What follows belongs to an exercise in optimizing a design on an open flow for small area, a short achievable clock period and few clock cycles per item; a production flow would make more cautious choices.

wip/maple:
Design binary_neuron, start of the top module:
module binary_neuron (
    input  logic                    clk,
    input  logic                    reset,
    input  logic                    in_valid,
    output logic                    in_ready,
    input  logic [320:0]            in_req,
    output logic                    out_valid,
    input  logic                    out_ready,
    output logic [9:0]              out_sum
);
For scale: roughly 1000 cells after synthesis, about 12000 µm² of cells after synthesis.
export LEC_CHECK = 0
export CAP_MARGIN = 20
export CORE_MARGIN = 2
export CORE_UTILIZATION = 40
export CTS_BUF_LIST = sky130_fd_sc_hd__clkbuf_8
export SLEW_MARGIN = 20
export SYNTH_HIERARCHICAL = 1
export SYNTH_MINIMUM_KEEP_SIZE = 0
create_clock -name core_clock -period 6.0 [get_ports {clk}]
standard.sh (not shown) runs the stock make flow with config.mk's settings and CLKGATE_MAP_FILE= SYNTH_SCRIPT=/design/flow/synth_recipe.tcl, a recipe that flattens the netlist after the stock synthesis.
==> flow/flow/run.sh <==
#!/bin/bash
# The standard layout (standard.sh: ORFS synthesis to final layout), with
# two changes:
#  - the input and output ports are buffered with the smallest buffer,
#    sky130_fd_sc_hd__buf_1, instead of the cell buffer_ports picks by default
#    (clkdlybuf4s50_1); later repair steps may still resize them;
#  - clock tree synthesis adds no dummy loads to the clock tree.
set -euo pipefail
export BUFFER_PORTS_ARGS="-buffer_cell sky130_fd_sc_hd__buf_1"
export CTS_ARGS="-sink_clustering_enable -repair_clock_nets -buf_list sky130_fd_sc_hd__clkbuf_8 -dont_use_dummy_load"
bash standard.sh > standard_flow.log 2>&1
Modified inputs, wip/yarrow compared to wip/maple
--- a/flow/design.v
+++ b/flow/design.v
@@ -216,15 +216,15 @@
     wire p1_62 = in_req[70] ^ (~in_req[2] & in_req[69]);
     wire p2_62 = in_req[71] ^ (~in_req[2] & (in_req[69] | in_req[70]));
     wire q3_62 = ~(in_req[72] ^ (~in_req[2] & (in_req[69] | in_req[70] | in_req[71])));
     wire p1_63 = in_req[66] ^ (~in_req[1] & in_req[65]);
     wire p2_63 = in_req[67] ^ (~in_req[1] & (in_req[65] | in_req[66]));
     wire q3_63 = ~(in_req[68] ^ (~in_req[1] & (in_req[65] | in_req[66] | in_req[67])));
     logic r1_s57, r1_s59, r1_s61, r1_s135, r1_c58, r1_c60, r1_c62, r1_s137, r1_s139, r1_s141, r1_s143, r1_s145, r1_s147, r1_s149, r1_s229, r1_s231, r1_c138, r1_c140, r1_c142, r1_c144, r1_c146, r1_s233, r1_s235, r1_c148, r1_c150, r1_s237, r1_s239, r1_s241, r1_s243, r1_s245, r1_s247, r1_s249, r1_s341, r1_c234, r1_c236, r1_c238, r1_c240, r1_c242, r1_c244, r1_c246, r1_s343, r1_s345, r1_s347, r1_c248, r1_c250, r1_s349, r1_s351, r1_s353, r1_s355, r1_s357, r1_s359, r1_s361, r1_s405, r1_c344, r1_c346, r1_c348, r1_c350, r1_c352, r1_c354, r1_c356, r1_c358, r1_s407, r1_s409, r1_c360, r1_c362, r1_s411, r1_s413, r1_s415, r1_s417, r1_s419, r1_c404, r1_c406, r1_c408, r1_c410, r1_c412, r1_c414, r1_c416, r1_c418, r1_c420, r1_s453, r1_s455, r1_c454, r1_c456;
-    logic r2_s447, r2_c392, r2_s449, r2_c448, r2_s475, r2_c450, r2_s477, r2_s489, r2_c476, r2_s491, r2_c478, r2_c492, r2_s499, r2_c498, r2_c500, r2_s63, r2_s157, r2_s271, r2_s391, r2_s159;
+    logic r2_s447, r2_c392, r2_s449, r2_s477, r2_s479, r2_c478, r2_s493, r2_c480, r2_c492, r2_s499, r2_c494, r2_c498, r2_c500, r2_s63, r2_s157, r2_s271, r2_s391, r2_s159;
     wire s1 = ~(in_req[317] ^ in_req[313]);
     wire c2 = in_req[317] | in_req[313];
     wire s3, c4;
     csa_fa u_s3 (.a(in_req[309]), .b(in_req[305]), .c(in_req[301]), .s(s3), .co(c4));
     wire s5, c6;
     csa_fa u_s5 (.a(in_req[297]), .b(in_req[293]), .c(in_req[289]), .s(s5), .co(c6));
     wire s7, c8;
@@ -696,37 +696,37 @@
     wire s473, c474;
     csa_fa u_s473 (.a(s465), .b(c440), .c(s467), .s(s473), .co(c474));
     wire s475, c476;
     csa_fa u_s475 (.a(c442), .b(s469), .c(c444), .s(s475), .co(c476));
     wire s477, c478;
     csa_fa u_s477 (.a(s471), .b(s473), .c(c446), .s(s477), .co(c478));
     wire s479, c480;
-    csa_fa u_s479 (.a(r2_c448), .b(r2_s475), .c(r2_c450), .s(s479), .co(c480));
+    csa_fa u_s479 (.a(c448), .b(s475), .c(c450), .s(s479), .co(c480));
     wire s481, c482;
-    csa_fa u_s481 (.a(r2_s477), .b(c452), .c(s479), .s(s481), .co(c482));
+    csa_fa u_s481 (.a(r2_s477), .b(c452), .c(r2_s479), .s(s481), .co(c482));
     wire s483 = ~(r1_c454 ^ r1_c456);
     wire c484 = r1_c454 | r1_c456;
     wire s485, c486;
     csa_fa u_s485 (.a(c458), .b(c460), .c(c462), .s(s485), .co(c486));
     wire s487, c488;
     csa_fa u_s487 (.a(s483), .b(c464), .c(c466), .s(s487), .co(c488));
     wire s489, c490;
     csa_fa u_s489 (.a(c468), .b(s485), .c(c470), .s(s489), .co(c490));
     wire s491, c492;
     csa_fa u_s491 (.a(c472), .b(s487), .c(c474), .s(s491), .co(c492));
     wire s493, c494;
-    csa_fa u_s493 (.a(r2_s489), .b(r2_c476), .c(r2_s491), .s(s493), .co(c494));
+    csa_fa u_s493 (.a(s489), .b(c476), .c(s491), .s(s493), .co(c494));
     wire s495, c496;
-    csa_fa u_s495 (.a(r2_c478), .b(s493), .c(c480), .s(s495), .co(c496));
+    csa_fa u_s495 (.a(r2_c478), .b(r2_s493), .c(r2_c480), .s(s495), .co(c496));
     wire s497 = ~(c484 ^ c486);
     wire c498 = c484 | c486;
     wire s499, c500;
     csa_fa u_s499 (.a(c488), .b(s497), .c(c490), .s(s499), .co(c500));
     wire s501, c502;
-    csa_fa u_s501 (.a(r2_c492), .b(r2_s499), .c(c494), .s(s501), .co(c502));
+    csa_fa u_s501 (.a(r2_c492), .b(r2_s499), .c(r2_c494), .s(s501), .co(c502));
     wire s503 = ~(r2_c498 ^ r2_c500);
     wire c504 = r2_c498 | r2_c500;
     wire [9:0] row_a = {c504, s503, s501, s495, s481, s451, r2_s391, r2_s271, r2_s157, r2_s63};
     wire [9:0] row_b = {1'b0, c502, c496, c482, 1'b0, 1'b0, 1'b0, 1'b0, r2_s159, 1'b0};
     wire [9:0] total = row_a + row_b;
     logic         accept, pop;
     logic [2:0] pending, pending_next;
@@ -840,24 +840,22 @@
         r1_c454 <= c454;
         r1_c456 <= c456;
     end
     always_ff @(posedge clk) begin
         r2_s447 <= s447;
         r2_c392 <= c392;
         r2_s449 <= s449;
-        r2_c448 <= c448;
-        r2_s475 <= s475;
-        r2_c450 <= c450;
         r2_s477 <= s477;
-        r2_s489 <= s489;
-        r2_c476 <= c476;
-        r2_s491 <= s491;
+        r2_s479 <= s479;
         r2_c478 <= c478;
+        r2_s493 <= s493;
+        r2_c480 <= c480;
         r2_c492 <= c492;
         r2_s499 <= s499;
+        r2_c494 <= c494;
         r2_c498 <= c498;
         r2_c500 <= c500;
         r2_s63 <= s63;
         r2_s157 <= s157;
         r2_s271 <= s271;
         r2_s391 <= s391;
         r2_s159 <= s159;
- Every stage of the flow completed for wip/yarrow, and the final layout passed the timing, design-rule and antenna checks.
- Row area of the mapped netlist: wip/yarrow lower / wip/maple higher
- STATUS detailed-placement wirelength estimate: wip/yarrow wins against wip/maple
- Comparing wip/yarrow with wip/maple, the fraction of the mapped netlist area in compound gates came out essentially unchanged.
- Between wip/maple and wip/yarrow, flop and latch count out of synthesis is higher for wip/maple, wip/yarrow comes in under that.
- From wip/maple to wip/yarrow the numbers moved as follows: share of the cycle needed by the critical path after routing has increased, post-route setup TNS held, worst setup margin dropped 130 ps.
- Net total in the final layout: wip/maple vs wip/yarrow — no meaningful difference
No run of this note included a check of the RTL's function; only the layout flow was run.

==> re-timing with driven ports <==
No port has a modelled driver above. Below, the same layouts with a new extraction and two added sets of constraints.
Step 1: set_driving_cell puts a clkbuf_16 on clk and a buf_2 on each other input, an assumption about the parent block.
Step 2, shift: input delay + t, output delay - t, t = (earliest + latest rising clock arrival at the registers) / 2. This alone moves slack from input paths to output paths.
Slacks: no drivers / after step 1 / after step 2; pairs: no drivers / after step 1.
| run | t, ns | setup WS [ns] | worst setup path after step 2 | worst slew at a driven data input, ns | pins driven straight from the clock port |
|---|---|---|---|---|---|
| wip/maple | 0.462 | 2.928 / 2.947 / 2.485 | input to register | 0.07 | 1 |
| wip/yarrow | 0.459 | 2.798 / 2.798 / 2.466 | input to register | 0.05 | 1 |
After both steps every run listed still meets setup and hold. For wip/maple, which loses most, drivers alone change the setup slack by +0.019 ns; drivers and shift together by -0.443 ns.
